This is an optimization exercise on Yosys and OpenROAD, whose aim is small area, a short achievable clock period and few clock cycles, not a production implementation.
No run shown here included a check of the RTL's function; only the layout flow was run.
Power is estimated from default activity; no workload was simulated.

==> flow/design.v (outline; a module is shown in full before it is edited, if it fits) <==
// module acc_mac_pipe: 335 lines
// module cd_stat_accum: 257 lines
module cd_stat_accum
#(
   parameter int I_TILE = 64,
   parameter int H_TILE = 64,
   parameter int AW     = $clog2(I_TILE * H_TILE)
) (
   input  logic          clk,
   input  logic          rst,
   input  logic          clear,
   input  logic          v_valid,
   output logic          v_ready,
   input  logic [15:0]   v_data,
   input  logic          v_phase,
   input  logic          h_valid,
   output logic          h_ready,
   input  logic [15:0]   h_data,
   input  logic          h_last,
   output logic [AW-1:0] acc_rd_addr,
   output logic          acc_rd_bank,
   input  logic [31:0]   acc_rd_data,
   output logic [AW-1:0] acc_wr_addr,
   output logic [31:0]   acc_wr_data,
   output logic [1:0]    acc_wr_we,
   output logic          busy,
   output logic          done,
   output logic          sat_flag
);
  // ...
==> flow/flow/run.sh <==
#!/bin/bash
# Standard layout, with the timing repair steps asked for extra setup slack.
set -e
cp standard.sh standard_sh.txt
cp config.mk config_orig.mk
echo "export SETUP_SLACK_MARGIN = 7" >> config.mk
bash standard.sh > standard.log 2>&1
==> flow/standard.sh <==
#!/bin/bash
# synth_recipe.tcl (not shown) runs the flow's synth.tcl, then flattens the netlist and writes it again
# the make line also repeats each setting of config.mk as NAME=value (left out here)
make -C /OpenROAD-flow-scripts/flow DESIGN_CONFIG=/design/flow/config.mk WORK_HOME=/design/flow/orfs CLKGATE_MAP_FILE= SYNTH_SCRIPT=/design/flow/synth_recipe.tcl "${@:-finish}"
==> flow/config.mk <==
export PLATFORM = sky130hd
export DESIGN_NAME = cd_stat_accum
export DESIGN_NICKNAME = cd_stat_accum
export VERILOG_FILES = /design/flow/design.v
export SDC_FILE = /design/flow/constraint.sdc
export NUM_CORES = 4
export LEC_CHECK = 0
export CAP_MARGIN = 20
export CORE_MARGIN = 2
export CORE_UTILIZATION = 40
export CTS_BUF_LIST = sky130_fd_sc_hd__clkbuf_8 sky130_fd_sc_hd__clkbuf_16
export CTS_CLUSTER_DIAMETER = 100
export CTS_CLUSTER_SIZE = 30
export SLEW_MARGIN = 20
export SETUP_SLACK_MARGIN = 7
==> flow/constraint.sdc <==
create_clock -name core_clock -period 10.0 [get_ports {clk}]
set_input_delay 2.0000 -clock core_clock [delete_from_list [all_inputs] [get_ports {clk}]]
set_output_delay 2.0000 -clock core_clock [all_outputs]
set_load 0.01 [all_outputs]
==> summary.log, run 1 <==
qor: status.outcome complete, no violations
qor: worst_setup_path.critical_path.reg2reg.endpoint inc_q[20]
qor: logic_synthesis.synthesis.nets 2808
qor: worst_setup_path.worst_setup_path_end_kind flip-flop
qor: power_and_ir_drop.clock_power_share 23.5%
qor: floorplan.die_w 300 microns
qor: route.maxUsedRoutingLayer met5
qor: worst_setup_path.worst_r2r_startpoint t1[0]
qor: logic_synthesis.postSynthRegisterBits 1262
qor: logic_synthesis.yosys.area.top_type sky130_fd_sc_hd__dfxtp_1
qor: worst_setup_path.path_delay_family adder cells
qor: logic_synthesis.yosysWarningCount 1
qor: route.dr_wl_met2 27100 microns
qor: logic_synthesis.largest_family_of_logic_cells_by_synthesized_area adder cells
qor: global_routing.grt_first_pass_wirelength 98500 microns
qor: finish.clkcell_share 3.71%
qor: logic_synthesis.synth-simple-area-share 5.50%
qor: finish.area.growth.synth_to_final 14.2%
qor: worst_setup_path.path_class flip-flop to flip-flop
qor: finish.finish.utilization 46.2%
qor: route.wl_met3 3180 microns
qor: worst_setup_path.setup.worst_path.end inc_q[20]
qor: timing.slew_viol_final 0
qor: finish.area_occupied_by_multi_input_gates 9200 sq um
qor: global_routing.grt_use_met1 19.2%
qor: timing.final_critical_path_setup_slack 6.68 ns
qor: worst_setup_path.r2r_slack 6.68 ns
qor: global_routing.global_route.usage.met2 21.1%
qor: floorplan.floorplan.core_area 86900 sq um
qor: clock_tree.clock_tree.buffer_depth 3
qor: power_and_ir_drop.p_sw 2940 uW
qor: finish.final_layout_size_suffix_gt1_share 12.8%
qor: worst_setup_path.worst-endpoint-required 10.51 ns
qor: power_and_ir_drop.power.largest_group sequential cells
qor: logic_synthesis.yosysUniqueCellTypes 64
qor: floorplan.fp-row-count 108
qor: route.route.layer.met1.wl 29200 microns
qor: min_path.worstHoldPathCells 0
qor: worst_setup_path.cp_slowest_stage_delay 0.48 ns
==> module acc_mac_pipe, before the edit <==
module acc_mac_pipe (
   input  logic [15:0] v,
   input  logic [7:0]  one,
   input  logic [7:0]  two,
   input  logic [7:0]  neg,
   output logic [24:0] s_hi,
   output logic [24:0] c_hi,
   output logic [24:0] t_hi,
   output logic        cin_a,
   output logic        cin_b
);
   wire pp0_0 = ((one[0] & v[0]) | (two[0] & 1'b0)) ^ neg[0];
   wire pp0_1 = ((one[0] & v[1]) | (two[0] & v[0])) ^ neg[0];
   wire pp0_2 = ((one[0] & v[2]) | (two[0] & v[1])) ^ neg[0];
   wire pp0_3 = ((one[0] & v[3]) | (two[0] & v[2])) ^ neg[0];
   wire pp0_4 = ((one[0] & v[4]) | (two[0] & v[3])) ^ neg[0];
   wire pp0_5 = ((one[0] & v[5]) | (two[0] & v[4])) ^ neg[0];
   wire pp0_6 = ((one[0] & v[6]) | (two[0] & v[5])) ^ neg[0];
   wire pp0_7 = ((one[0] & v[7]) | (two[0] & v[6])) ^ neg[0];
   wire pp0_8 = ((one[0] & v[8]) | (two[0] & v[7])) ^ neg[0];
   wire pp0_9 = ((one[0] & v[9]) | (two[0] & v[8])) ^ neg[0];
   wire pp0_10 = ((one[0] & v[10]) | (two[0] & v[9])) ^ neg[0];
   wire pp0_11 = ((one[0] & v[11]) | (two[0] & v[10])) ^ neg[0];
   wire pp0_12 = ((one[0] & v[12]) | (two[0] & v[11])) ^ neg[0];
   wire pp0_13 = ((one[0] & v[13]) | (two[0] & v[12])) ^ neg[0];
   wire pp0_14 = ((one[0] & v[14]) | (two[0] & v[13])) ^ neg[0];
   wire pp0_15 = ((one[0] & v[15]) | (two[0] & v[14])) ^ neg[0];
   wire pp0_16 = ((one[0] & v[15]) | (two[0] & v[15])) ^ neg[0];
   wire nsg0 = ~pp0_16;
   wire pp1_0 = ((one[1] & v[0]) | (two[1] & 1'b0)) ^ neg[1];
   wire pp1_1 = ((one[1] & v[1]) | (two[1] & v[0])) ^ neg[1];
   wire pp1_2 = ((one[1] & v[2]) | (two[1] & v[1])) ^ neg[1];
   wire pp1_3 = ((one[1] & v[3]) | (two[1] & v[2])) ^ neg[1];
   wire pp1_4 = ((one[1] & v[4]) | (two[1] & v[3])) ^ neg[1];
   wire pp1_5 = ((one[1] & v[5]) | (two[1] & v[4])) ^ neg[1];
   wire pp1_6 = ((one[1] & v[6]) | (two[1] & v[5])) ^ neg[1];
   wire pp1_7 = ((one[1] & v[7]) | (two[1] & v[6])) ^ neg[1];
   wire pp1_8 = ((one[1] & v[8]) | (two[1] & v[7])) ^ neg[1];
   wire pp1_9 = ((one[1] & v[9]) | (two[1] & v[8])) ^ neg[1];
   wire pp1_10 = ((one[1] & v[10]) | (two[1] & v[9])) ^ neg[1];
   wire pp1_11 = ((one[1] & v[11]) | (two[1] & v[10])) ^ neg[1];
   wire pp1_12 = ((one[1] & v[12]) | (two[1] & v[11])) ^ neg[1];
   wire pp1_13 = ((one[1] & v[13]) | (two[1] & v[12])) ^ neg[1];
   wire pp1_14 = ((one[1] & v[14]) | (two[1] & v[13])) ^ neg[1];
   wire pp1_15 = ((one[1] & v[15]) | (two[1] & v[14])) ^ neg[1];
   wire pp1_16 = ((one[1] & v[15]) | (two[1] & v[15])) ^ neg[1];
   wire nsg1 = ~pp1_16;
   wire pp2_0 = ((one[2] & v[0]) | (two[2] & 1'b0)) ^ neg[2];
   wire pp2_1 = ((one[2] & v[1]) | (two[2] & v[0])) ^ neg[2];
   wire pp2_2 = ((one[2] & v[2]) | (two[2] & v[1])) ^ neg[2];
   wire pp2_3 = ((one[2] & v[3]) | (two[2] & v[2])) ^ neg[2];
   wire pp2_4 = ((one[2] & v[4]) | (two[2] & v[3])) ^ neg[2];
   wire pp2_5 = ((one[2] & v[5]) | (two[2] & v[4])) ^ neg[2];
   wire pp2_6 = ((one[2] & v[6]) | (two[2] & v[5])) ^ neg[2];
   wire pp2_7 = ((one[2] & v[7]) | (two[2] & v[6])) ^ neg[2];
   wire pp2_8 = ((one[2] & v[8]) | (two[2] & v[7])) ^ neg[2];
   wire pp2_9 = ((one[2] & v[9]) | (two[2] & v[8])) ^ neg[2];
   wire pp2_10 = ((one[2] & v[10]) | (two[2] & v[9])) ^ neg[2];
   wire pp2_11 = ((one[2] & v[11]) | (two[2] & v[10])) ^ neg[2];
   wire pp2_12 = ((one[2] & v[12]) | (two[2] & v[11])) ^ neg[2];
   wire pp2_13 = ((one[2] & v[13]) | (two[2] & v[12])) ^ neg[2];
   wire pp2_14 = ((one[2] & v[14]) | (two[2] & v[13])) ^ neg[2];
   wire pp2_15 = ((one[2] & v[15]) | (two[2] & v[14])) ^ neg[2];
   wire pp2_16 = ((one[2] & v[15]) | (two[2] & v[15])) ^ neg[2];
   wire nsg2 = ~pp2_16;
   wire pp3_0 = ((one[3] & v[0]) | (two[3] & 1'b0)) ^ neg[3];
   wire pp3_1 = ((one[3] & v[1]) | (two[3] & v[0])) ^ neg[3];
   wire pp3_2 = ((one[3] & v[2]) | (two[3] & v[1])) ^ neg[3];
   wire pp3_3 = ((one[3] & v[3]) | (two[3] & v[2])) ^ neg[3];
   wire pp3_4 = ((one[3] & v[4]) | (two[3] & v[3])) ^ neg[3];
   wire pp3_5 = ((one[3] & v[5]) | (two[3] & v[4])) ^ neg[3];
   wire pp3_6 = ((one[3] & v[6]) | (two[3] & v[5])) ^ neg[3];
   wire pp3_7 = ((one[3] & v[7]) | (two[3] & v[6])) ^ neg[3];
   wire pp3_8 = ((one[3] & v[8]) | (two[3] & v[7])) ^ neg[3];
   wire pp3_9 = ((one[3] & v[9]) | (two[3] & v[8])) ^ neg[3];
   wire pp3_10 = ((one[3] & v[10]) | (two[3] & v[9])) ^ neg[3];
   wire pp3_11 = ((one[3] & v[11]) | (two[3] & v[10])) ^ neg[3];
   wire pp3_12 = ((one[3] & v[12]) | (two[3] & v[11])) ^ neg[3];
   wire pp3_13 = ((one[3] & v[13]) | (two[3] & v[12])) ^ neg[3];
   wire pp3_14 = ((one[3] & v[14]) | (two[3] & v[13])) ^ neg[3];
   wire pp3_15 = ((one[3] & v[15]) | (two[3] & v[14])) ^ neg[3];
   wire pp3_16 = ((one[3] & v[15]) | (two[3] & v[15])) ^ neg[3];
   wire nsg3 = ~pp3_16;
   wire pp4_0 = ((one[4] & v[0]) | (two[4] & 1'b0)) ^ neg[4];
   wire pp4_1 = ((one[4] & v[1]) | (two[4] & v[0])) ^ neg[4];
   wire pp4_2 = ((one[4] & v[2]) | (two[4] & v[1])) ^ neg[4];
   wire pp4_3 = ((one[4] & v[3]) | (two[4] & v[2])) ^ neg[4];
   wire pp4_4 = ((one[4] & v[4]) | (two[4] & v[3])) ^ neg[4];
   wire pp4_5 = ((one[4] & v[5]) | (two[4] & v[4])) ^ neg[4];
   wire pp4_6 = ((one[4] & v[6]) | (two[4] & v[5])) ^ neg[4];
   wire pp4_7 = ((one[4] & v[7]) | (two[4] & v[6])) ^ neg[4];
   wire pp4_8 = ((one[4] & v[8]) | (two[4] & v[7])) ^ neg[4];
   wire pp4_9 = ((one[4] & v[9]) | (two[4] & v[8])) ^ neg[4];
   wire pp4_10 = ((one[4] & v[10]) | (two[4] & v[9])) ^ neg[4];
   wire pp4_11 = ((one[4] & v[11]) | (two[4] & v[10])) ^ neg[4];
   wire pp4_12 = ((one[4] & v[12]) | (two[4] & v[11])) ^ neg[4];
   wire pp4_13 = ((one[4] & v[13]) | (two[4] & v[12])) ^ neg[4];
   wire pp4_14 = ((one[4] & v[14]) | (two[4] & v[13])) ^ neg[4];
   wire pp4_15 = ((one[4] & v[15]) | (two[4] & v[14])) ^ neg[4];
   wire pp4_16 = ((one[4] & v[15]) | (two[4] & v[15])) ^ neg[4];
   wire nsg4 = ~pp4_16;
   wire pp5_0 = ((one[5] & v[0]) | (two[5] & 1'b0)) ^ neg[5];
   wire pp5_1 = ((one[5] & v[1]) | (two[5] & v[0])) ^ neg[5];
   wire pp5_2 = ((one[5] & v[2]) | (two[5] & v[1])) ^ neg[5];
   wire pp5_3 = ((one[5] & v[3]) | (two[5] & v[2])) ^ neg[5];
   wire pp5_4 = ((one[5] & v[4]) | (two[5] & v[3])) ^ neg[5];
   wire pp5_5 = ((one[5] & v[5]) | (two[5] & v[4])) ^ neg[5];
   wire pp5_6 = ((one[5] & v[6]) | (two[5] & v[5])) ^ neg[5];
   wire pp5_7 = ((one[5] & v[7]) | (two[5] & v[6])) ^ neg[5];
   wire pp5_8 = ((one[5] & v[8]) | (two[5] & v[7])) ^ neg[5];
   wire pp5_9 = ((one[5] & v[9]) | (two[5] & v[8])) ^ neg[5];
   wire pp5_10 = ((one[5] & v[10]) | (two[5] & v[9])) ^ neg[5];
   wire pp5_11 = ((one[5] & v[11]) | (two[5] & v[10])) ^ neg[5];
   wire pp5_12 = ((one[5] & v[12]) | (two[5] & v[11])) ^ neg[5];
   wire pp5_13 = ((one[5] & v[13]) | (two[5] & v[12])) ^ neg[5];
   wire pp5_14 = ((one[5] & v[14]) | (two[5] & v[13])) ^ neg[5];
   wire pp5_15 = ((one[5] & v[15]) | (two[5] & v[14])) ^ neg[5];
   wire pp5_16 = ((one[5] & v[15]) | (two[5] & v[15])) ^ neg[5];
   wire nsg5 = ~pp5_16;
   wire pp6_0 = ((one[6] & v[0]) | (two[6] & 1'b0)) ^ neg[6];
   wire pp6_1 = ((one[6] & v[1]) | (two[6] & v[0])) ^ neg[6];
   wire pp6_2 = ((one[6] & v[2]) | (two[6] & v[1])) ^ neg[6];
   wire pp6_3 = ((one[6] & v[3]) | (two[6] & v[2])) ^ neg[6];
   wire pp6_4 = ((one[6] & v[4]) | (two[6] & v[3])) ^ neg[6];
   wire pp6_5 = ((one[6] & v[5]) | (two[6] & v[4])) ^ neg[6];
   wire pp6_6 = ((one[6] & v[6]) | (two[6] & v[5])) ^ neg[6];
   wire pp6_7 = ((one[6] & v[7]) | (two[6] & v[6])) ^ neg[6];
   wire pp6_8 = ((one[6] & v[8]) | (two[6] & v[7])) ^ neg[6];
   wire pp6_9 = ((one[6] & v[9]) | (two[6] & v[8])) ^ neg[6];
   wire pp6_10 = ((one[6] & v[10]) | (two[6] & v[9])) ^ neg[6];
   wire pp6_11 = ((one[6] & v[11]) | (two[6] & v[10])) ^ neg[6];
   wire pp6_12 = ((one[6] & v[12]) | (two[6] & v[11])) ^ neg[6];
   wire pp6_13 = ((one[6] & v[13]) | (two[6] & v[12])) ^ neg[6];
   wire pp6_14 = ((one[6] & v[14]) | (two[6] & v[13])) ^ neg[6];
   wire pp6_15 = ((one[6] & v[15]) | (two[6] & v[14])) ^ neg[6];
   wire pp6_16 = ((one[6] & v[15]) | (two[6] & v[15])) ^ neg[6];
   wire nsg6 = ~pp6_16;
   wire pp7_0 = ((one[7] & v[0]) | (two[7] & 1'b0)) ^ neg[7];
   wire pp7_1 = ((one[7] & v[1]) | (two[7] & v[0])) ^ neg[7];
   wire pp7_2 = ((one[7] & v[2]) | (two[7] & v[1])) ^ neg[7];
   wire pp7_3 = ((one[7] & v[3]) | (two[7] & v[2])) ^ neg[7];
   wire pp7_4 = ((one[7] & v[4]) | (two[7] & v[3])) ^ neg[7];
   wire pp7_5 = ((one[7] & v[5]) | (two[7] & v[4])) ^ neg[7];
   wire pp7_6 = ((one[7] & v[6]) | (two[7] & v[5])) ^ neg[7];
   wire pp7_7 = ((one[7] & v[7]) | (two[7] & v[6])) ^ neg[7];
   wire pp7_8 = ((one[7] & v[8]) | (two[7] & v[7])) ^ neg[7];
   wire pp7_9 = ((one[7] & v[9]) | (two[7] & v[8])) ^ neg[7];
   wire pp7_10 = ((one[7] & v[10]) | (two[7] & v[9])) ^ neg[7];
   wire pp7_11 = ((one[7] & v[11]) | (two[7] & v[10])) ^ neg[7];
   wire pp7_12 = ((one[7] & v[12]) | (two[7] & v[11])) ^ neg[7];
   wire pp7_13 = ((one[7] & v[13]) | (two[7] & v[12])) ^ neg[7];
   wire pp7_14 = ((one[7] & v[14]) | (two[7] & v[13])) ^ neg[7];
   wire pp7_15 = ((one[7] & v[15]) | (two[7] & v[14])) ^ neg[7];
   wire pp7_16 = ((one[7] & v[15]) | (two[7] & v[15])) ^ neg[7];
   wire nsg7 = ~pp7_16;
   wire hs1 = pp0_10 ^ pp1_8;
   wire hc1 = pp0_10 & pp1_8;
   wire hs2 = pp0_11 ^ pp1_9;
   wire hc2 = pp0_11 & pp1_9;
   wire fs3 = pp0_12 ^ pp1_10 ^ pp2_8;
   wire fc3 = (pp0_12 & pp1_10) | (pp0_12 & pp2_8) | (pp1_10 & pp2_8);
   wire hs4 = pp3_6 ^ pp4_4;
   wire hc4 = pp3_6 & pp4_4;
   wire fs5 = pp0_13 ^ pp1_11 ^ pp2_9;
   wire fc5 = (pp0_13 & pp1_11) | (pp0_13 & pp2_9) | (pp1_11 & pp2_9);
   wire hs6 = pp3_7 ^ pp4_5;
   wire hc6 = pp3_7 & pp4_5;
   wire fs7 = pp0_14 ^ pp1_12 ^ pp2_10;
   wire fc7 = (pp0_14 & pp1_12) | (pp0_14 & pp2_10) | (pp1_12 & pp2_10);
   wire fs8 = pp3_8 ^ pp4_6 ^ pp5_4;
   wire fc8 = (pp3_8 & pp4_6) | (pp3_8 & pp5_4) | (pp4_6 & pp5_4);
   wire hs9 = pp6_2 ^ pp7_0;
   wire hc9 = pp6_2 & pp7_0;
   wire fs10 = pp0_15 ^ pp1_13 ^ pp2_11;
   wire fc10 = (pp0_15 & pp1_13) | (pp0_15 & pp2_11) | (pp1_13 & pp2_11);
   wire fs11 = pp3_9 ^ pp4_7 ^ pp5_5;
   wire fc11 = (pp3_9 & pp4_7) | (pp3_9 & pp5_5) | (pp4_7 & pp5_5);
   wire hs12 = pp6_3 ^ pp7_1;
   wire hc12 = pp6_3 & pp7_1;
   wire fs13 = pp0_16 ^ pp1_14 ^ pp2_12;
   wire fc13 = (pp0_16 & pp1_14) | (pp0_16 & pp2_12) | (pp1_14 & pp2_12);
   wire fs14 = pp3_10 ^ pp4_8 ^ pp5_6;
   wire fc14 = (pp3_10 & pp4_8) | (pp3_10 & pp5_6) | (pp4_8 & pp5_6);
   wire hs15 = pp6_4 ^ pp7_2;
   wire hc15 = pp6_4 & pp7_2;
   wire fs16 = pp0_16 ^ pp1_15 ^ pp2_13;
   wire fc16 = (pp0_16 & pp1_15) | (pp0_16 & pp2_13) | (pp1_15 & pp2_13);
   wire fs17 = pp3_11 ^ pp4_9 ^ pp5_7;
   wire fc17 = (pp3_11 & pp4_9) | (pp3_11 & pp5_7) | (pp4_9 & pp5_7);
   wire hs18 = pp6_5 ^ pp7_3;
   wire hc18 = pp6_5 & pp7_3;
   wire fs19 = nsg0 ^ nsg1 ^ pp2_14;
   wire fc19 = (nsg0 & nsg1) | (nsg0 & pp2_14) | (nsg1 & pp2_14);
   wire fs20 = pp3_12 ^ pp4_10 ^ pp5_8;
   wire fc20 = (pp3_12 & pp4_10) | (pp3_12 & pp5_8) | (pp4_10 & pp5_8);
   wire hs21 = pp6_6 ^ pp7_4;
   wire hc21 = pp6_6 & pp7_4;
   wire fs22 = 1'b1 ^ pp2_15 ^ pp3_13;
   wire fc22 = (1'b1 & pp2_15) | (1'b1 & pp3_13) | (pp2_15 & pp3_13);
   wire fs23 = pp4_11 ^ pp5_9 ^ pp6_7;
   wire fc23 = (pp4_11 & pp5_9) | (pp4_11 & pp6_7) | (pp5_9 & pp6_7);
   wire fs24 = nsg2 ^ pp3_14 ^ pp4_12;
   wire fc24 = (nsg2 & pp3_14) | (nsg2 & pp4_12) | (pp3_14 & pp4_12);
   wire hs25 = 1'b1 ^ pp3_15;
   wire hc25 = 1'b1 & pp3_15;
   wire hs26 = pp0_6 ^ pp1_4;
   wire hc26 = pp0_6 & pp1_4;
   wire hs27 = pp0_7 ^ pp1_5;
   wire hc27 = pp0_7 & pp1_5;
   wire fs28 = pp0_8 ^ pp1_6 ^ pp2_4;
   wire fc28 = (pp0_8 & pp1_6) | (pp0_8 & pp2_4) | (pp1_6 & pp2_4);
   wire hs29 = pp3_2 ^ pp4_0;
   wire hc29 = pp3_2 & pp4_0;
   wire fs30 = pp0_9 ^ pp1_7 ^ pp2_5;
   wire fc30 = (pp0_9 & pp1_7) | (pp0_9 & pp2_5) | (pp1_7 & pp2_5);
   wire hs31 = pp3_3 ^ pp4_1;
   wire hc31 = pp3_3 & pp4_1;
   wire fs32 = hs1 ^ pp2_6 ^ pp3_4;
   wire fc32 = (hs1 & pp2_6) | (hs1 & pp3_4) | (pp2_6 & pp3_4);
   wire fs33 = pp4_2 ^ pp5_0 ^ neg[5];
   wire fc33 = (pp4_2 & pp5_0) | (pp4_2 & neg[5]) | (pp5_0 & neg[5]);
   wire fs34 = hc1 ^ hs2 ^ pp2_7;
   wire fc34 = (hc1 & hs2) | (hc1 & pp2_7) | (hs2 & pp2_7);
   wire fs35 = pp3_5 ^ pp4_3 ^ pp5_1;
   wire fc35 = (pp3_5 & pp4_3) | (pp3_5 & pp5_1) | (pp4_3 & pp5_1);
   wire fs36 = hc2 ^ fs3 ^ hs4;
   wire fc36 = (hc2 & fs3) | (hc2 & hs4) | (fs3 & hs4);
   wire fs37 = pp5_2 ^ pp6_0 ^ neg[6];
   wire fc37 = (pp5_2 & pp6_0) | (pp5_2 & neg[6]) | (pp6_0 & neg[6]);
   wire fs38 = fc3 ^ hc4 ^ fs5;
   wire fc38 = (fc3 & hc4) | (fc3 & fs5) | (hc4 & fs5);
   wire fs39 = hs6 ^ pp5_3 ^ pp6_1;
   wire fc39 = (hs6 & pp5_3) | (hs6 & pp6_1) | (pp5_3 & pp6_1);
   wire fs40 = fc5 ^ hc6 ^ fs7;
   wire fc40 = (fc5 & hc6) | (fc5 & fs7) | (hc6 & fs7);
   wire fs41 = fs8 ^ hs9 ^ neg[7];
   wire fc41 = (fs8 & hs9) | (fs8 & neg[7]) | (hs9 & neg[7]);
   wire fs42 = fc7 ^ fc8 ^ hc9;
   wire fc42 = (fc7 & fc8) | (fc7 & hc9) | (fc8 & hc9);
   wire fs43 = fs10 ^ fs11 ^ hs12;
   wire fc43 = (fs10 & fs11) | (fs10 & hs12) | (fs11 & hs12);
   wire fs44 = fc10 ^ fc11 ^ hc12;
   wire fc44 = (fc10 & fc11) | (fc10 & hc12) | (fc11 & hc12);
   wire fs45 = fs13 ^ fs14 ^ hs15;
   wire fc45 = (fs13 & fs14) | (fs13 & hs15) | (fs14 & hs15);
   wire fs46 = fc13 ^ fc14 ^ hc15;
   wire fc46 = (fc13 & fc14) | (fc13 & hc15) | (fc14 & hc15);
   wire fs47 = fs16 ^ fs17 ^ hs18;
   wire fc47 = (fs16 & fs17) | (fs16 & hs18) | (fs17 & hs18);
   wire fs48 = fc16 ^ fc17 ^ hc18;
   wire fc48 = (fc16 & fc17) | (fc16 & hc18) | (fc17 & hc18);
   wire fs49 = fs19 ^ fs20 ^ hs21;
   wire fc49 = (fs19 & fs20) | (fs19 & hs21) | (fs20 & hs21);
   wire fs50 = fc19 ^ fc20 ^ hc21;
   wire fc50 = (fc19 & fc20) | (fc19 & hc21) | (fc20 & hc21);
   wire fs51 = fs22 ^ fs23 ^ pp7_5;
   wire fc51 = (fs22 & fs23) | (fs22 & pp7_5) | (fs23 & pp7_5);
   wire fs52 = fc22 ^ fc23 ^ fs24;
   wire fc52 = (fc22 & fc23) | (fc22 & fs24) | (fc23 & fs24);
   wire fs53 = pp5_10 ^ pp6_8 ^ pp7_6;
   wire fc53 = (pp5_10 & pp6_8) | (pp5_10 & pp7_6) | (pp6_8 & pp7_6);
   wire fs54 = fc24 ^ hs25 ^ pp4_13;
   wire fc54 = (fc24 & hs25) | (fc24 & pp4_13) | (hs25 & pp4_13);
   wire fs55 = pp5_11 ^ pp6_9 ^ pp7_7;
   wire fc55 = (pp5_11 & pp6_9) | (pp5_11 & pp7_7) | (pp6_9 & pp7_7);
   wire fs56 = hc25 ^ nsg3 ^ pp4_14;
   wire fc56 = (hc25 & nsg3) | (hc25 & pp4_14) | (nsg3 & pp4_14);
   wire fs57 = pp5_12 ^ pp6_10 ^ pp7_8;
   wire fc57 = (pp5_12 & pp6_10) | (pp5_12 & pp7_8) | (pp6_10 & pp7_8);
   wire fs58 = 1'b1 ^ pp4_15 ^ pp5_13;
   wire fc58 = (1'b1 & pp4_15) | (1'b1 & pp5_13) | (pp4_15 & pp5_13);
   wire hs59 = pp6_11 ^ pp7_9;
   wire hc59 = pp6_11 & pp7_9;
   wire fs60 = nsg4 ^ pp5_14 ^ pp6_12;
   wire fc60 = (nsg4 & pp5_14) | (nsg4 & pp6_12) | (pp5_14 & pp6_12);
   wire hs61 = 1'b1 ^ pp5_15;
   wire hc61 = 1'b1 & pp5_15;
   wire hs62 = pp0_4 ^ pp1_2;
   wire hc62 = pp0_4 & pp1_2;
   wire hs63 = pp0_5 ^ pp1_3;
   wire hc63 = pp0_5 & pp1_3;
   wire fs64 = hs26 ^ pp2_2 ^ pp3_0;
   wire fc64 = (hs26 & pp2_2) | (hs26 & pp3_0) | (pp2_2 & pp3_0);
   wire fs65 = hc26 ^ hs27 ^ pp2_3;
   wire fc65 = (hc26 & hs27) | (hc26 & pp2_3) | (hs27 & pp2_3);
   wire fs66 = hc27 ^ fs28 ^ hs29;
   wire fc66 = (hc27 & fs28) | (hc27 & hs29) | (fs28 & hs29);
   wire fs67 = fc28 ^ hc29 ^ fs30;
   wire fc67 = (fc28 & hc29) | (fc28 & fs30) | (hc29 & fs30);
   wire fs68 = fc30 ^ hc31 ^ fs32;
   wire fc68 = (fc30 & hc31) | (fc30 & fs32) | (hc31 & fs32);
   wire fs69 = fc32 ^ fc33 ^ fs34;
   wire fc69 = (fc32 & fc33) | (fc32 & fs34) | (fc33 & fs34);
   wire fs70 = fc34 ^ fc35 ^ fs36;
   wire fc70 = (fc34 & fc35) | (fc34 & fs36) | (fc35 & fs36);
   wire fs71 = fc36 ^ fc37 ^ fs38;
   wire fc71 = (fc36 & fc37) | (fc36 & fs38) | (fc37 & fs38);
   wire fs72 = fc38 ^ fc39 ^ fs40;
   wire fc72 = (fc38 & fc39) | (fc38 & fs40) | (fc39 & fs40);
   wire fs73 = fc40 ^ fc41 ^ fs42;
   wire fc73 = (fc40 & fc41) | (fc40 & fs42) | (fc41 & fs42);
   wire fs74 = fc42 ^ fc43 ^ fs44;
   wire fc74 = (fc42 & fc43) | (fc42 & fs44) | (fc43 & fs44);
   wire fs75 = fc44 ^ fc45 ^ fs46;
   wire fc75 = (fc44 & fc45) | (fc44 & fs46) | (fc45 & fs46);
   wire fs76 = fc46 ^ fc47 ^ fs48;
   wire fc76 = (fc46 & fc47) | (fc46 & fs48) | (fc47 & fs48);
   wire fs77 = fc48 ^ fc49 ^ fs50;
   wire fc77 = (fc48 & fc49) | (fc48 & fs50) | (fc49 & fs50);
   wire fs78 = fc50 ^ fc51 ^ fs52;
   wire fc78 = (fc50 & fc51) | (fc50 & fs52) | (fc51 & fs52);
   wire fs79 = fc52 ^ fc53 ^ fs54;
   wire fc79 = (fc52 & fc53) | (fc52 & fs54) | (fc53 & fs54);
   wire fs80 = fc54 ^ fc55 ^ fs56;
   wire fc80 = (fc54 & fc55) | (fc54 & fs56) | (fc55 & fs56);
   wire fs81 = fc56 ^ fc57 ^ fs58;
   wire fc81 = (fc56 & fc57) | (fc56 & fs58) | (fc57 & fs58);
   wire fs82 = fc58 ^ hc59 ^ fs60;
   wire fc82 = (fc58 & hc59) | (fc58 & fs60) | (hc59 & fs60);
   wire fs83 = fc60 ^ hs61 ^ pp6_13;
   wire fc83 = (fc60 & hs61) | (fc60 & pp6_13) | (hs61 & pp6_13);
   wire fs84 = hc61 ^ nsg5 ^ pp6_14;
   wire fc84 = (hc61 & nsg5) | (hc61 & pp6_14) | (nsg5 & pp6_14);
   wire hs85 = 1'b1 ^ pp6_15;
   wire hc85 = 1'b1 & pp6_15;
   wire [31:0] rs = {1'b1, nsg7, 1'b1, hc85, fc84, fc83, fc82, fc81, fc80, fc79, fc78, fc77, fc76, fc75, fc74, fc73, fc72, fc71, fc70, fc69, fc68, fc67, fc66, fc65, fc64, hc63, hc62, hs62, pp0_3, pp0_2, pp0_1, pp0_0};
   wire [31:0] rc = {1'b0, 1'b0, pp7_15, nsg6, hs85, fs84, fs83, fs82, fs81, fs80, fs79, fs78, fs77, fs76, fs75, fs74, fs73, fs72, fs71, fs70, fs69, fs68, fs67, fs66, fs65, fs64, hs63, pp2_0, pp1_1, pp1_0, 1'b0, neg[0]};
   wire [31:0] rt = {1'b0, 1'b0, 1'b0, pp7_14, pp7_13, pp7_12, pp7_11, pp7_10, hs59, fs57, fs55, fs53, fs51, fs49, fs47, fs45, fs43, fs41, fs39, fs37, fs35, fs33, hs31, neg[4], pp3_1, neg[3], pp2_1, neg[2], 1'b0, neg[1], 1'b0, 1'b0};
   wire [8:0]  low = {2'b0, rs[6:0]} + {2'b0, rc[6:0]} + {2'b0, rt[6:0]};
   assign s_hi  = rs[31:7];
   assign c_hi  = rc[31:7];
   assign t_hi  = rt[31:7];
   assign cin_a = low[8] | low[7];
   assign cin_b = low[8];
endmodule
==> run 2, diff against run 1 <==
--- a/flow/design.v
+++ b/flow/design.v
@@ -29,19 +29,17 @@
 endpackage
 module acc_mac_pipe (
    input  logic [15:0] v,
    input  logic [7:0]  one,
    input  logic [7:0]  two,
    input  logic [7:0]  neg,
    output logic [24:0] s_hi,
    output logic [24:0] c_hi,
-   output logic [24:0] t_hi,
-   output logic        cin_a,
-   output logic        cin_b
+   output logic        cin
 );
    wire pp0_0 = ((one[0] & v[0]) | (two[0] & 1'b0)) ^ neg[0];
    wire pp0_1 = ((one[0] & v[1]) | (two[0] & v[0])) ^ neg[0];
    wire pp0_2 = ((one[0] & v[2]) | (two[0] & v[1])) ^ neg[0];
    wire pp0_3 = ((one[0] & v[3]) | (two[0] & v[2])) ^ neg[0];
    wire pp0_4 = ((one[0] & v[4]) | (two[0] & v[3])) ^ neg[0];
    wire pp0_5 = ((one[0] & v[5]) | (two[0] & v[4])) ^ neg[0];
    wire pp0_6 = ((one[0] & v[6]) | (two[0] & v[5])) ^ neg[0];
@@ -347,25 +345,415 @@
    wire fs82 = fc58 ^ hc59 ^ fs60;
    wire fc82 = (fc58 & hc59) | (fc58 & fs60) | (hc59 & fs60);
    wire fs83 = fc60 ^ hs61 ^ pp6_13;
    wire fc83 = (fc60 & hs61) | (fc60 & pp6_13) | (hs61 & pp6_13);
    wire fs84 = hc61 ^ nsg5 ^ pp6_14;
    wire fc84 = (hc61 & nsg5) | (hc61 & pp6_14) | (nsg5 & pp6_14);
    wire hs85 = 1'b1 ^ pp6_15;
    wire hc85 = 1'b1 & pp6_15;
-   wire [31:0] rs = {1'b1, nsg7, 1'b1, hc85, fc84, fc83, fc82, fc81, fc80, fc79, fc78, fc77, fc76, fc75, fc74, fc73, fc72, fc71, fc70, fc69, fc68, fc67, fc66, fc65, fc64, hc63, hc62, hs62, pp0_3, pp0_2, pp0_1, pp0_0};
-   wire [31:0] rc = {1'b0, 1'b0, pp7_15, nsg6, hs85, fs84, fs83, fs82, fs81, fs80, fs79, fs78, fs77, fs76, fs75, fs74, fs73, fs72, fs71, fs70, fs69, fs68, fs67, fs66, fs65, fs64, hs63, pp2_0, pp1_1, pp1_0, 1'b0, neg[0]};
-   wire [31:0] rt = {1'b0, 1'b0, 1'b0, pp7_14, pp7_13, pp7_12, pp7_11, pp7_10, hs59, fs57, fs55, fs53, fs51, fs49, fs47, fs45, fs43, fs41, fs39, fs37, fs35, fs33, hs31, neg[4], pp3_1, neg[3], pp2_1, neg[2], 1'b0, neg[1], 1'b0, 1'b0};
-   wire [8:0]  low = {2'b0, rs[6:0]} + {2'b0, rc[6:0]} + {2'b0, rt[6:0]};
-   assign s_hi  = rs[31:7];
-   assign c_hi  = rc[31:7];
-   assign t_hi  = rt[31:7];
-   assign cin_a = low[8] | low[7];
-   assign cin_b = low[8];
+   wire hs86 = pp0_2 ^ pp1_0;
+   wire hc86 = pp0_2 & pp1_0;
+   wire hs87 = pp0_3 ^ pp1_1;
+   wire hc87 = pp0_3 & pp1_1;
+   wire fs88 = hs62 ^ pp2_0 ^ neg[2];
+   wire fc88 = (hs62 & pp2_0) | (hs62 & neg[2]) | (pp2_0 & neg[2]);
+   wire fs89 = hc62 ^ hs63 ^ pp2_1;
+   wire fc89 = (hc62 & hs63) | (hc62 & pp2_1) | (hs63 & pp2_1);
+   wire fs90 = hc63 ^ fs64 ^ neg[3];
+   wire fc90 = (hc63 & fs64) | (hc63 & neg[3]) | (fs64 & neg[3]);
+   wire fs91 = fc64 ^ fs65 ^ pp3_1;
+   wire fc91 = (fc64 & fs65) | (fc64 & pp3_1) | (fs65 & pp3_1);
+   wire fs92 = fc65 ^ fs66 ^ neg[4];
+   wire fc92 = (fc65 & fs66) | (fc65 & neg[4]) | (fs66 & neg[4]);
+   wire fs93 = fc66 ^ fs67 ^ hs31;
+   wire fc93 = (fc66 & fs67) | (fc66 & hs31) | (fs67 & hs31);
+   wire fs94 = fc67 ^ fs68 ^ fs33;
+   wire fc94 = (fc67 & fs68) | (fc67 & fs33) | (fs68 & fs33);
+   wire fs95 = fc68 ^ fs69 ^ fs35;
+   wire fc95 = (fc68 & fs69) | (fc68 & fs35) | (fs69 & fs35);
+   wire fs96 = fc69 ^ fs70 ^ fs37;
+   wire fc96 = (fc69 & fs70) | (fc69 & fs37) | (fs70 & fs37);
+   wire fs97 = fc70 ^ fs71 ^ fs39;
+   wire fc97 = (fc70 & fs71) | (fc70 & fs39) | (fs71 & fs39);
+   wire fs98 = fc71 ^ fs72 ^ fs41;
+   wire fc98 = (fc71 & fs72) | (fc71 & fs41) | (fs72 & fs41);
+   wire fs99 = fc72 ^ fs73 ^ fs43;
+   wire fc99 = (fc72 & fs73) | (fc72 & fs43) | (fs73 & fs43);
+   wire fs100 = fc73 ^ fs74 ^ fs45;
+   wire fc100 = (fc73 & fs74) | (fc73 & fs45) | (fs74 & fs45);
+   wire fs101 = fc74 ^ fs75 ^ fs47;
+   wire fc101 = (fc74 & fs75) | (fc74 & fs47) | (fs75 & fs47);
+   wire fs102 = fc75 ^ fs76 ^ fs49;
+   wire fc102 = (fc75 & fs76) | (fc75 & fs49) | (fs76 & fs49);
+   wire fs103 = fc76 ^ fs77 ^ fs51;
+   wire fc103 = (fc76 & fs77) | (fc76 & fs51) | (fs77 & fs51);
+   wire fs104 = fc77 ^ fs78 ^ fs53;
+   wire fc104 = (fc77 & fs78) | (fc77 & fs53) | (fs78 & fs53);
+   wire fs105 = fc78 ^ fs79 ^ fs55;
+   wire fc105 = (fc78 & fs79) | (fc78 & fs55) | (fs79 & fs55);
+   wire fs106 = fc79 ^ fs80 ^ fs57;
+   wire fc106 = (fc79 & fs80) | (fc79 & fs57) | (fs80 & fs57);
+   wire fs107 = fc80 ^ fs81 ^ hs59;
+   wire fc107 = (fc80 & fs81) | (fc80 & hs59) | (fs81 & hs59);
+   wire fs108 = fc81 ^ fs82 ^ pp7_10;
+   wire fc108 = (fc81 & fs82) | (fc81 & pp7_10) | (fs82 & pp7_10);
+   wire fs109 = fc82 ^ fs83 ^ pp7_11;
+   wire fc109 = (fc82 & fs83) | (fc82 & pp7_11) | (fs83 & pp7_11);
+   wire fs110 = fc83 ^ fs84 ^ pp7_12;
+   wire fc110 = (fc83 & fs84) | (fc83 & pp7_12) | (fs84 & pp7_12);
+   wire fs111 = fc84 ^ hs85 ^ pp7_13;
+   wire fc111 = (fc84 & hs85) | (fc84 & pp7_13) | (hs85 & pp7_13);
+   wire fs112 = hc85 ^ nsg6 ^ pp7_14;
+   wire fc112 = (hc85 & nsg6) | (hc85 & pp7_14) | (nsg6 & pp7_14);
+   wire hs113 = 1'b1 ^ pp7_15;
+   wire hc113 = 1'b1 & pp7_15;
+   wire [31:0] rs = {1'b1, hc113, fc112, fc111, fc110, fc109, fc108, fc107, fc106, fc105, fc104, fc103, fc102, fc101, fc100, fc99, fc98, fc97, fc96, fc95, fc94, fc93, fc92, fc91, fc90, fc89, fc88, hc87, hc86, hs86, pp0_1, pp0_0};
+   wire [31:0] rc = {1'b0, nsg7, hs113, fs112, fs111, fs110, fs109, fs108, fs107, fs106, fs105, fs104, fs103, fs102, fs101, fs100, fs99, fs98, fs97, fs96, fs95, fs94, fs93, fs92, fs91, fs90, fs89, fs88, hs87, neg[1], 1'b0, neg[0]};
+   wire [7:0]  low = {1'b0, rs[6:0]} + {1'b0, rc[6:0]};
+   assign s_hi = rs[31:7];
+   assign c_hi = rc[31:7];
+   assign cin  = low[7];
+endmodule
+module add25 (
+   input  logic [24:0] a,
+   input  logic [24:0] b,
+   input  logic        ci,
+   output logic [24:0] s,
+   output logic        co
+);
+   wire p0_0 = a[0] ^ b[0];
+   wire g0_0 = a[0] & b[0];
+   wire p1_1 = a[1] ^ b[1];
+   wire g1_1 = a[1] & b[1];
+   wire p2_2 = a[2] ^ b[2];
+   wire g2_2 = a[2] & b[2];
+   wire p3_3 = a[3] ^ b[3];
+   wire g3_3 = a[3] & b[3];
+   wire p4_4 = a[4] ^ b[4];
+   wire g4_4 = a[4] & b[4];
+   wire p5_5 = a[5] ^ b[5];
+   wire g5_5 = a[5] & b[5];
+   wire p6_6 = a[6] ^ b[6];
+   wire g6_6 = a[6] & b[6];
+   wire p7_7 = a[7] ^ b[7];
+   wire g7_7 = a[7] & b[7];
+   wire p8_8 = a[8] ^ b[8];
+   wire g8_8 = a[8] & b[8];
+   wire p9_9 = a[9] ^ b[9];
+   wire g9_9 = a[9] & b[9];
+   wire p10_10 = a[10] ^ b[10];
+   wire g10_10 = a[10] & b[10];
+   wire p11_11 = a[11] ^ b[11];
+   wire g11_11 = a[11] & b[11];
+   wire p12_12 = a[12] ^ b[12];
+   wire g12_12 = a[12] & b[12];
+   wire p13_13 = a[13] ^ b[13];
+   wire g13_13 = a[13] & b[13];
+   wire p14_14 = a[14] ^ b[14];
+   wire g14_14 = a[14] & b[14];
+   wire p15_15 = a[15] ^ b[15];
+   wire g15_15 = a[15] & b[15];
+   wire p16_16 = a[16] ^ b[16];
+   wire g16_16 = a[16] & b[16];
+   wire p17_17 = a[17] ^ b[17];
+   wire g17_17 = a[17] & b[17];
+   wire p18_18 = a[18] ^ b[18];
+   wire g18_18 = a[18] & b[18];
+   wire p19_19 = a[19] ^ b[19];
+   wire g19_19 = a[19] & b[19];
+   wire p20_20 = a[20] ^ b[20];
+   wire g20_20 = a[20] & b[20];
+   wire p21_21 = a[21] ^ b[21];
+   wire g21_21 = a[21] & b[21];
+   wire p22_22 = a[22] ^ b[22];
+   wire g22_22 = a[22] & b[22];
+   wire p23_23 = a[23] ^ b[23];
+   wire g23_23 = a[23] & b[23];
+   wire p24_24 = a[24] ^ b[24];
+   wire g24_24 = a[24] & b[24];
+   wire g1_0 = g1_1 | (p1_1 & g0_0);
+   wire p1_0 = p1_1 & p0_0;
+   wire g3_2 = g3_3 | (p3_3 & g2_2);
+   wire p3_2 = p3_3 & p2_2;
+   wire g5_4 = g5_5 | (p5_5 & g4_4);
+   wire p5_4 = p5_5 & p4_4;
+   wire g7_6 = g7_7 | (p7_7 & g6_6);
+   wire p7_6 = p7_7 & p6_6;
+   wire g9_8 = g9_9 | (p9_9 & g8_8);
+   wire p9_8 = p9_9 & p8_8;
+   wire g11_10 = g11_11 | (p11_11 & g10_10);
+   wire p11_10 = p11_11 & p10_10;
+   wire g13_12 = g13_13 | (p13_13 & g12_12);
+   wire p13_12 = p13_13 & p12_12;
+   wire g15_14 = g15_15 | (p15_15 & g14_14);
+   wire p15_14 = p15_15 & p14_14;
+   wire g17_16 = g17_17 | (p17_17 & g16_16);
+   wire p17_16 = p17_17 & p16_16;
+   wire g19_18 = g19_19 | (p19_19 & g18_18);
+   wire p19_18 = p19_19 & p18_18;
+   wire g21_20 = g21_21 | (p21_21 & g20_20);
+   wire p21_20 = p21_21 & p20_20;
+   wire g23_22 = g23_23 | (p23_23 & g22_22);
+   wire p23_22 = p23_23 & p22_22;
+   wire g3_0 = g3_2 | (p3_2 & g1_0);
+   wire p3_0 = p3_2 & p1_0;
+   wire g7_4 = g7_6 | (p7_6 & g5_4);
+   wire p7_4 = p7_6 & p5_4;
+   wire g11_8 = g11_10 | (p11_10 & g9_8);
+   wire p11_8 = p11_10 & p9_8;
+   wire g15_12 = g15_14 | (p15_14 & g13_12);
+   wire p15_12 = p15_14 & p13_12;
+   wire g19_16 = g19_18 | (p19_18 & g17_16);
+   wire p19_16 = p19_18 & p17_16;
+   wire g23_20 = g23_22 | (p23_22 & g21_20);
+   wire p23_20 = p23_22 & p21_20;
+   wire g7_0 = g7_4 | (p7_4 & g3_0);
+   wire p7_0 = p7_4 & p3_0;
+   wire g15_8 = g15_12 | (p15_12 & g11_8);
+   wire p15_8 = p15_12 & p11_8;
+   wire g23_16 = g23_20 | (p23_20 & g19_16);
+   wire p23_16 = p23_20 & p19_16;
+   wire g15_0 = g15_8 | (p15_8 & g7_0);
+   wire p15_0 = p15_8 & p7_0;
+   wire g23_0 = g23_16 | (p23_16 & g15_0);
+   wire p23_0 = p23_16 & p15_0;
+   wire g11_0 = g11_8 | (p11_8 & g7_0);
+   wire p11_0 = p11_8 & p7_0;
+   wire g19_0 = g19_16 | (p19_16 & g15_0);
+   wire p19_0 = p19_16 & p15_0;
+   wire g5_0 = g5_4 | (p5_4 & g3_0);
+   wire p5_0 = p5_4 & p3_0;
+   wire g9_0 = g9_8 | (p9_8 & g7_0);
+   wire p9_0 = p9_8 & p7_0;
+   wire g13_0 = g13_12 | (p13_12 & g11_0);
+   wire p13_0 = p13_12 & p11_0;
+   wire g17_0 = g17_16 | (p17_16 & g15_0);
+   wire p17_0 = p17_16 & p15_0;
+   wire g21_0 = g21_20 | (p21_20 & g19_0);
+   wire p21_0 = p21_20 & p19_0;
+   wire g2_0 = g2_2 | (p2_2 & g1_0);
+   wire p2_0 = p2_2 & p1_0;
+   wire g4_0 = g4_4 | (p4_4 & g3_0);
+   wire p4_0 = p4_4 & p3_0;
+   wire g6_0 = g6_6 | (p6_6 & g5_0);
+   wire p6_0 = p6_6 & p5_0;
+   wire g8_0 = g8_8 | (p8_8 & g7_0);
+   wire p8_0 = p8_8 & p7_0;
+   wire g10_0 = g10_10 | (p10_10 & g9_0);
+   wire p10_0 = p10_10 & p9_0;
+   wire g12_0 = g12_12 | (p12_12 & g11_0);
+   wire p12_0 = p12_12 & p11_0;
+   wire g14_0 = g14_14 | (p14_14 & g13_0);
+   wire p14_0 = p14_14 & p13_0;
+   wire g16_0 = g16_16 | (p16_16 & g15_0);
+   wire p16_0 = p16_16 & p15_0;
+   wire g18_0 = g18_18 | (p18_18 & g17_0);
+   wire p18_0 = p18_18 & p17_0;
+   wire g20_0 = g20_20 | (p20_20 & g19_0);
+   wire p20_0 = p20_20 & p19_0;
+   wire g22_0 = g22_22 | (p22_22 & g21_0);
+   wire p22_0 = p22_22 & p21_0;
+   wire g24_0 = g24_24 | (p24_24 & g23_0);
+   wire p24_0 = p24_24 & p23_0;
+   wire [25:0] c;
+   assign c[0] = ci;
+   assign c[1] = g0_0 | (p0_0 & ci);
+   assign c[2] = g1_0 | (p1_0 & ci);
+   assign c[3] = g2_0 | (p2_0 & ci);
+   assign c[4] = g3_0 | (p3_0 & ci);
+   assign c[5] = g4_0 | (p4_0 & ci);
+   assign c[6] = g5_0 | (p5_0 & ci);
+   assign c[7] = g6_0 | (p6_0 & ci);
+   assign c[8] = g7_0 | (p7_0 & ci);
+   assign c[9] = g8_0 | (p8_0 & ci);
+   assign c[10] = g9_0 | (p9_0 & ci);
+   assign c[11] = g10_0 | (p10_0 & ci);
+   assign c[12] = g11_0 | (p11_0 & ci);
+   assign c[13] = g12_0 | (p12_0 & ci);
+   assign c[14] = g13_0 | (p13_0 & ci);
+   assign c[15] = g14_0 | (p14_0 & ci);
+   assign c[16] = g15_0 | (p15_0 & ci);
+   assign c[17] = g16_0 | (p16_0 & ci);
+   assign c[18] = g17_0 | (p17_0 & ci);
+   assign c[19] = g18_0 | (p18_0 & ci);
+   assign c[20] = g19_0 | (p19_0 & ci);
+   assign c[21] = g20_0 | (p20_0 & ci);
+   assign c[22] = g21_0 | (p21_0 & ci);
+   assign c[23] = g22_0 | (p22_0 & ci);
+   assign c[24] = g23_0 | (p23_0 & ci);
+   assign c[25] = g24_0 | (p24_0 & ci);
+   assign s = {p24_24 ^ c[24], p23_23 ^ c[23], p22_22 ^ c[22], p21_21 ^ c[21], p20_20 ^ c[20], p19_19 ^ c[19], p18_18 ^ c[18], p17_17 ^ c[17], p16_16 ^ c[16], p15_15 ^ c[15], p14_14 ^ c[14], p13_13 ^ c[13], p12_12 ^ c[12], p11_11 ^ c[11], p10_10 ^ c[10], p9_9 ^ c[9], p8_8 ^ c[8], p7_7 ^ c[7], p6_6 ^ c[6], p5_5 ^ c[5], p4_4 ^ c[4], p3_3 ^ c[3], p2_2 ^ c[2], p1_1 ^ c[1], p0_0 ^ c[0]};
+   assign co = c[25];
+endmodule
+module add24 (
+   input  logic [23:0] a,
+   input  logic [23:0] b,
+   input  logic        ci,
+   output logic [23:0] s,
+   output logic        co
+);
+   wire p0_0 = a[0] ^ b[0];
+   wire g0_0 = a[0] & b[0];
+   wire p1_1 = a[1] ^ b[1];
+   wire g1_1 = a[1] & b[1];
+   wire p2_2 = a[2] ^ b[2];
+   wire g2_2 = a[2] & b[2];
+   wire p3_3 = a[3] ^ b[3];
+   wire g3_3 = a[3] & b[3];
+   wire p4_4 = a[4] ^ b[4];
+   wire g4_4 = a[4] & b[4];
+   wire p5_5 = a[5] ^ b[5];
+   wire g5_5 = a[5] & b[5];
+   wire p6_6 = a[6] ^ b[6];
+   wire g6_6 = a[6] & b[6];
+   wire p7_7 = a[7] ^ b[7];
+   wire g7_7 = a[7] & b[7];
+   wire p8_8 = a[8] ^ b[8];
+   wire g8_8 = a[8] & b[8];
+   wire p9_9 = a[9] ^ b[9];
+   wire g9_9 = a[9] & b[9];
+   wire p10_10 = a[10] ^ b[10];
+   wire g10_10 = a[10] & b[10];
+   wire p11_11 = a[11] ^ b[11];
+   wire g11_11 = a[11] & b[11];
+   wire p12_12 = a[12] ^ b[12];
+   wire g12_12 = a[12] & b[12];
+   wire p13_13 = a[13] ^ b[13];
+   wire g13_13 = a[13] & b[13];
+   wire p14_14 = a[14] ^ b[14];
+   wire g14_14 = a[14] & b[14];
+   wire p15_15 = a[15] ^ b[15];
+   wire g15_15 = a[15] & b[15];
+   wire p16_16 = a[16] ^ b[16];
+   wire g16_16 = a[16] & b[16];
+   wire p17_17 = a[17] ^ b[17];
+   wire g17_17 = a[17] & b[17];
+   wire p18_18 = a[18] ^ b[18];
+   wire g18_18 = a[18] & b[18];
+   wire p19_19 = a[19] ^ b[19];
+   wire g19_19 = a[19] & b[19];
+   wire p20_20 = a[20] ^ b[20];
+   wire g20_20 = a[20] & b[20];
+   wire p21_21 = a[21] ^ b[21];
+   wire g21_21 = a[21] & b[21];
+   wire p22_22 = a[22] ^ b[22];
+   wire g22_22 = a[22] & b[22];
+   wire p23_23 = a[23] ^ b[23];
+   wire g23_23 = a[23] & b[23];
+   wire g1_0 = g1_1 | (p1_1 & g0_0);
+   wire p1_0 = p1_1 & p0_0;
+   wire g3_2 = g3_3 | (p3_3 & g2_2);
+   wire p3_2 = p3_3 & p2_2;
+   wire g5_4 = g5_5 | (p5_5 & g4_4);
+   wire p5_4 = p5_5 & p4_4;
+   wire g7_6 = g7_7 | (p7_7 & g6_6);
+   wire p7_6 = p7_7 & p6_6;
+   wire g9_8 = g9_9 | (p9_9 & g8_8);
+   wire p9_8 = p9_9 & p8_8;
+   wire g11_10 = g11_11 | (p11_11 & g10_10);
+   wire p11_10 = p11_11 & p10_10;
+   wire g13_12 = g13_13 | (p13_13 & g12_12);
+   wire p13_12 = p13_13 & p12_12;
+   wire g15_14 = g15_15 | (p15_15 & g14_14);
+   wire p15_14 = p15_15 & p14_14;
+   wire g17_16 = g17_17 | (p17_17 & g16_16);
+   wire p17_16 = p17_17 & p16_16;
+   wire g19_18 = g19_19 | (p19_19 & g18_18);
+   wire p19_18 = p19_19 & p18_18;
+   wire g21_20 = g21_21 | (p21_21 & g20_20);
+   wire p21_20 = p21_21 & p20_20;
+   wire g23_22 = g23_23 | (p23_23 & g22_22);
+   wire p23_22 = p23_23 & p22_22;
+   wire g3_0 = g3_2 | (p3_2 & g1_0);
+   wire p3_0 = p3_2 & p1_0;
+   wire g7_4 = g7_6 | (p7_6 & g5_4);
+   wire p7_4 = p7_6 & p5_4;
+   wire g11_8 = g11_10 | (p11_10 & g9_8);
+   wire p11_8 = p11_10 & p9_8;
+   wire g15_12 = g15_14 | (p15_14 & g13_12);
+   wire p15_12 = p15_14 & p13_12;
+   wire g19_16 = g19_18 | (p19_18 & g17_16);
+   wire p19_16 = p19_18 & p17_16;
+   wire g23_20 = g23_22 | (p23_22 & g21_20);
+   wire p23_20 = p23_22 & p21_20;
+   wire g7_0 = g7_4 | (p7_4 & g3_0);
+   wire p7_0 = p7_4 & p3_0;
+   wire g15_8 = g15_12 | (p15_12 & g11_8);
+   wire p15_8 = p15_12 & p11_8;
+   wire g23_16 = g23_20 | (p23_20 & g19_16);
+   wire p23_16 = p23_20 & p19_16;
+   wire g15_0 = g15_8 | (p15_8 & g7_0);
+   wire p15_0 = p15_8 & p7_0;
+   wire g23_0 = g23_16 | (p23_16 & g15_0);
+   wire p23_0 = p23_16 & p15_0;
+   wire g11_0 = g11_8 | (p11_8 & g7_0);
+   wire p11_0 = p11_8 & p7_0;
+   wire g19_0 = g19_16 | (p19_16 & g15_0);
+   wire p19_0 = p19_16 & p15_0;
+   wire g5_0 = g5_4 | (p5_4 & g3_0);
+   wire p5_0 = p5_4 & p3_0;
+   wire g9_0 = g9_8 | (p9_8 & g7_0);
+   wire p9_0 = p9_8 & p7_0;
+   wire g13_0 = g13_12 | (p13_12 & g11_0);
+   wire p13_0 = p13_12 & p11_0;
+   wire g17_0 = g17_16 | (p17_16 & g15_0);
+   wire p17_0 = p17_16 & p15_0;
+   wire g21_0 = g21_20 | (p21_20 & g19_0);
+   wire p21_0 = p21_20 & p19_0;
+   wire g2_0 = g2_2 | (p2_2 & g1_0);
+   wire p2_0 = p2_2 & p1_0;
+   wire g4_0 = g4_4 | (p4_4 & g3_0);
+   wire p4_0 = p4_4 & p3_0;
+   wire g6_0 = g6_6 | (p6_6 & g5_0);
+   wire p6_0 = p6_6 & p5_0;
+   wire g8_0 = g8_8 | (p8_8 & g7_0);
+   wire p8_0 = p8_8 & p7_0;
+   wire g10_0 = g10_10 | (p10_10 & g9_0);
+   wire p10_0 = p10_10 & p9_0;
+   wire g12_0 = g12_12 | (p12_12 & g11_0);
+   wire p12_0 = p12_12 & p11_0;
+   wire g14_0 = g14_14 | (p14_14 & g13_0);
+   wire p14_0 = p14_14 & p13_0;
+   wire g16_0 = g16_16 | (p16_16 & g15_0);
+   wire p16_0 = p16_16 & p15_0;
+   wire g18_0 = g18_18 | (p18_18 & g17_0);
+   wire p18_0 = p18_18 & p17_0;
+   wire g20_0 = g20_20 | (p20_20 & g19_0);
+   wire p20_0 = p20_20 & p19_0;
+   wire g22_0 = g22_22 | (p22_22 & g21_0);
+   wire p22_0 = p22_22 & p21_0;
+   wire [24:0] c;
+   assign c[0] = ci;
+   assign c[1] = g0_0 | (p0_0 & ci);
+   assign c[2] = g1_0 | (p1_0 & ci);
+   assign c[3] = g2_0 | (p2_0 & ci);
+   assign c[4] = g3_0 | (p3_0 & ci);
+   assign c[5] = g4_0 | (p4_0 & ci);
+   assign c[6] = g5_0 | (p5_0 & ci);
+   assign c[7] = g6_0 | (p6_0 & ci);
+   assign c[8] = g7_0 | (p7_0 & ci);
+   assign c[9] = g8_0 | (p8_0 & ci);
+   assign c[10] = g9_0 | (p9_0 & ci);
+   assign c[11] = g10_0 | (p10_0 & ci);
+   assign c[12] = g11_0 | (p11_0 & ci);
+   assign c[13] = g12_0 | (p12_0 & ci);
+   assign c[14] = g13_0 | (p13_0 & ci);
+   assign c[15] = g14_0 | (p14_0 & ci);
+   assign c[16] = g15_0 | (p15_0 & ci);
+   assign c[17] = g16_0 | (p16_0 & ci);
+   assign c[18] = g17_0 | (p17_0 & ci);
+   assign c[19] = g18_0 | (p18_0 & ci);
+   assign c[20] = g19_0 | (p19_0 & ci);
+   assign c[21] = g20_0 | (p20_0 & ci);
+   assign c[22] = g21_0 | (p21_0 & ci);
+   assign c[23] = g22_0 | (p22_0 & ci);
+   assign c[24] = g23_0 | (p23_0 & ci);
+   assign s = {p23_23 ^ c[23], p22_22 ^ c[22], p21_21 ^ c[21], p20_20 ^ c[20], p19_19 ^ c[19], p18_18 ^ c[18], p17_17 ^ c[17], p16_16 ^ c[16], p15_15 ^ c[15], p14_14 ^ c[14], p13_13 ^ c[13], p12_12 ^ c[12], p11_11 ^ c[11], p10_10 ^ c[10], p9_9 ^ c[9], p8_8 ^ c[8], p7_7 ^ c[7], p6_6 ^ c[6], p5_5 ^ c[5], p4_4 ^ c[4], p3_3 ^ c[3], p2_2 ^ c[2], p1_1 ^ c[1], p0_0 ^ c[0]};
+   assign co = c[24];
 endmodule
 module cd_stat_accum
 #(
    parameter int I_TILE = 64,
    parameter int H_TILE = 64,
    parameter int AW     = $clog2(I_TILE * H_TILE)
 ) (
    input  logic          clk,
@@ -402,18 +790,18 @@
    logic          ld_q;        
    logic          drain_q;     
    logic [7:0]    one_q, two_q, neg_q;    
    logic          hq_v, hq_last;
    logic          phase_q;
    logic [1023:0] ring;
    logic          vrdy_q, hrdy_q, busy_q, done_q, sat_q;
    logic          v1, v2, ph1, ph2, l1, l2, l3, clr2;
-   logic [24:0]   s1, c1, t1;
-   logic          cina1, cinb1;
+   logic [24:0]   s1, c1;
+   logic          cin1;
    logic [24:0]   inc_q;
    logic [31:0]   rd_q;
    logic [31:0]   wd_q;
    logic [1:0]    we_q;
    logic [AW-1:0] wa_q;
    assign v_ready     = vrdy_q;
    assign h_ready     = hrdy_q;
    assign busy        = busy_q;
@@ -547,52 +935,47 @@
    always_ff @(posedge clk) begin
       if (h_acc) begin
          one_q <= one_d;
          two_q <= two_d;
          neg_q <= neg_d;
       end
       ring <= {ring[1007:0], v_acc ? v_data : ring[1023:1008]};
    end
-   logic [24:0] s0, c0, t0;
-   logic        cina0, cinb0;
+   logic [24:0] s0, c0;
+   logic        cin0;
    acc_mac_pipe u_mul (
       .v    (ring[15:0]),
       .one  (one_q),
       .two  (two_q),
       .neg  (neg_q),
       .s_hi (s0),
       .c_hi (c0),
-      .t_hi (t0),
-      .cin_a(cina0),
-      .cin_b(cinb0)
+      .cin  (cin0)
    );
-   logic [24:0] x3, y3, inc_d;
-   assign x3    = s1 ^ c1 ^ t1;
-   assign y3    = (s1 & c1) | (s1 & t1) | (c1 & t1);
-   assign inc_d = x3 + {y3[23:0], cina1} + {24'b0, cinb1};
    logic [24:0] lo;
    logic [7:0]  m_hi, hi_p, hi_m, r_hi;
    logic        up, dn, ovf;
    logic [31:0] res;
-   assign lo   = {1'b0, rd_q[23:0]} + {1'b0, inc_q[23:0]};
+   add24 u_lo (.a(rd_q[23:0]), .b(inc_q[23:0]), .ci(1'b0), .s(lo[23:0]), .co(lo[24]));
    assign m_hi = rd_q[31:24];
    assign hi_p = m_hi + 8'd1;
    assign hi_m = m_hi - 8'd1;
    assign up   = lo[24] & ~inc_q[24];
    assign dn   = ~lo[24] & inc_q[24];
    assign r_hi = up ? hi_p : (dn ? hi_m : m_hi);
    assign ovf  = (up & (m_hi == 8'h7F)) | (dn & (m_hi == 8'h80));
    assign res  = ovf ? {m_hi[7], {31{~m_hi[7]}}} : {r_hi, lo[23:0]};
+   logic [24:0] inc_d;
+   logic        inc_co;
+   add25 u_inc (.a(s1), .b(c1), .ci(cin1), .s(inc_d), .co(inc_co));
    always_ff @(posedge clk) begin
       s1    <= s0;
       c1    <= c0;
-      t1    <= t0;
-      cina1 <= cina0;
-      cinb1 <= cinb0;
+      cin1  <= cin0;
       inc_q <= clr ? 25'd0 : inc_d;
       rd_q  <= clr ? 32'd0 : acc_rd_data;
       wd_q  <= res;
    end
    always_ff @(posedge clk) begin
       if (rst) begin
          v1   <= 1'b0;
          v2   <= 1'b0;
==> flow/flow/run.sh (replaced) <==
#!/bin/bash
# Standard layout, with the timing repair steps asked for extra setup slack.
set -e
cp standard.sh standard_sh.txt
cp config.mk config_orig.mk
echo "export SETUP_SLACK_MARGIN = 6.85" >> config.mk
bash standard.sh > standard.log 2>&1
--- a/flow/config.mk
+++ b/flow/config.mk
@@ -7,9 +7,9 @@
 export LEC_CHECK = 0
 export CAP_MARGIN = 20
 export CORE_MARGIN = 2
 export CORE_UTILIZATION = 40
 export CTS_BUF_LIST = sky130_fd_sc_hd__clkbuf_8 sky130_fd_sc_hd__clkbuf_16
 export CTS_CLUSTER_DIAMETER = 100
 export CTS_CLUSTER_SIZE = 30
 export SLEW_MARGIN = 20
-export SETUP_SLACK_MARGIN = 7
+export SETUP_SLACK_MARGIN = 6.85
==> run 2 against run 1 <==
Non-clock buffer count rose by 17. Clock power fell by 3%. Largest cell class unchanged. Largest power group unchanged. First-iteration DRC count fell by 24%. Flip-flop and latch count fell by 21. Clock skew fell by 0.019 ns. Global-route usage fell by 0.66 points. Area after synthesis fell by 1.6%. Utilization barely moved. Cell area fell by 1.8%. Critical path depth fell by 3. Die area fell by 1.5%.
==> summary.log, run 2 <==
qor: logic_synthesis.synth-seq-area-share 72.5%
qor: worst_setup_path.worst-endpoint-required 10.51 ns [about the same]
qor: status.outcome complete, no violations
qor: global_routing.first_global_vias 17.6k
qor: clock_tree.clock_tree.buffer_depth 3 [unchanged]
qor: worst_setup_path.worst_setup_path_end_kind flip-flop
qor: timing.slew_viol_final 0 [unchanged]
qor: logic_synthesis.yosysUniqueCellTypes 76 [+19%]
qor: worst_setup_path.timing.reg2reg.worst_path_depth 8
qor: finish.final_layout_size_suffix_gt1_share 13.5% [+0.73 points]
qor: finish.area.growth.synth_to_final 14.0%
qor: worst_setup_path.critical_path.reg2reg.endpoint c1[10]
qor: timing.fin_setup_tns 0 ns
qor: timing.final_critical_path_setup_slack 6.85 ns [+0.167 ns]
qor: logic_synthesis.synthesis.nets 2749 [-2.1%]
qor: placed_design.place_area 37000 sq um
qor: global_routing.grt_usage 12.9%
qor: finish.final_nets 2941
qor: logic_synthesis.postSynthRegisterBits 1241 [-1.7%]
qor: worst_setup_path.critical_path.slowest_cell sky130_fd_sc_hd__edfxtp_1
qor: route.drt_pass1_iterations 5
qor: route.drt-initial-drc-count 824
qor: placed_design.numPortBuffers 134
qor: clock_tree.cts_inserted_buffers 49
qor: clock_tree.cts_hold_buf 0
qor: logic_synthesis.portion_of_synthesized_cell_area_occupied_by_the_leading_cell_type 70.4%
qor: global_routing.grt_first_pass_wirelength 93700 microns [-4.9%]
qor: flow_run.maxCapViolCount 0
qor: route.wirelength 56900 microns
qor: worst_setup_path.worst_r2r_startpoint two_q[1]
qor: timing.setup_viol_count_final 0
qor: worst_setup_path.cp_slowest_stage_delay 0.58 ns [+0.10 ns]
qor: finish.finish.utilization 46.2% [about the same]
qor: placed_design.dp.final_hpwl 36600 microns
qor: clock_tree.tritoncts_num_sinks 1241
qor: power_and_ir_drop.leakagePower 0.0159 uW
qor: worst_setup_path.path_delay_family adder cells
qor: logic_synthesis.yosys.area.top_type sky130_fd_sc_hd__dfxtp_1
qor: min_path.worstHoldPathCells 0 [unchanged]
qor: logic_synthesis.yosysWarningCount 1 [unchanged]
qor: min_path.worst_hold_path_type flip-flop to flip-flop
qor: worst_setup_path.r2r_slack 6.85 ns [+0.17 ns]
qor: worst_setup_path.path_class flip-flop to flip-flop
qor: timing.rsz0062_at_grt yes
qor: floorplan.floorplan.core_area 85400 sq um [-1.7%]
qor: floorplan.fp-row-count 107 [-0.93%]
qor: placed_design.place.gp.congestion 0.809
qor: timing.highest_clock_rate 0.317 GHz
qor: floorplan.die_w 298 microns [-0.77%]
==> run 2: logic make-up (layout without fill, tap and decap cells) <==
logic type | after synthesis | after routing | share of synthesized area [%]
adder cells (fa/ha/maj) | 182 | 182 | 8.73
multiplexers | 9 | 9 | 0.264
AO/OA/AOI/OAI | 302 | 302 | 6.07
AND/OR/NAND/NOR | 355 | 355 | 5.12
flip-flops | 1241 | 1241 | 72.5
buffers and inverters | 214 | 419 | 2.41
XOR/XNOR | 193 | 193 | 4.91
==> run 2: per-stage QoR <==
step | cells | total power, uW
after global placement | 3684 | 7170
after global routing | 3845 | 9990
after detailed placement | 3684 | 7200
after CTS | 3831 | 9540
final | 3845 | 9450
after floorplan | 2496 | 6680
==> run 2: worst max path at each step <==
stage          startpoint             end  depth (start not counted)
2_1_floorplan    neg_q[0]          c1[12]                          9
3_3_place_gp      v_valid         vi_q[5]                          6
3_5_place_dp      v_valid         vi_q[5]                          6
4_1_cts            c_q[3]  acc_rd_addr[3]                          1
5_1_grt          two_q[1]           c1[5]                          9
6_report         two_q[1]          c1[10]                          8
==> run 2: routing by layer <==
metal / GRT usage [%] / vias up / share of wire (%)
li1: - / 8413 / -
met1: 17.6 / 8346 / 48
met2: 20.7 / 322 / 45
met3: 2.45 / 114 / 4.5
met4: 3.66 / 14 / 2.4
met5: 0 / - / 0.14
==> run 2: report_power, final <==
group | internal (uW) | switching, uW | total [uW]
sequential | 5330 | 156 | 5490
clock | 947 | 1430 | 2380
combinational | 722 | 861 | 1580
==> run 2: worst reg2reg max path: cells and delay by family, from the launching register on <==
family,cells,cell delay (ns)
adders and majority gates,4,1.94
DFF,1,0.58
AOI/OAI and AO/OA,1,0.26
buffers and inverters,2,0.14
xor gates and xnor gates,1,0.12
==> run 2: repair_timing <==
| action | in CTS | in global routing |
|---|---|---|
| pin swaps | 2 | 18 |
| endpoints found under the setup margin | 127 | 51 |
| buffers inserted | 83 | 14 |
| cloned | 0 | 0 |
| resized for setup | 359 | 53 |
==> run 2: area by class of cell <==
| class | instances | area (sq um) |
|---|---|---|
| Clock buffer | 49 | 1230 |
| Clock inverter | 15 | 205 |
| Fill cell | 7619 | 46000 |
| Inverter | 119 | 450 |
| Multi-Input combinational cell | 1041 | 8850 |
| Sequential cell | 1241 | 25200 |
| Tap cell | 1144 | 1430 |
| Timing Repair Buffer | 236 | 2040 |

Setup slack of run 2, layout unchanged: 6.846 ns with ideal ports, 6.803 ns with driving cells assumed (clock clkbuf_16, inputs buf_2), 6.253 ns with port delays also shifted by the 0.682 ns mid clock arrival.
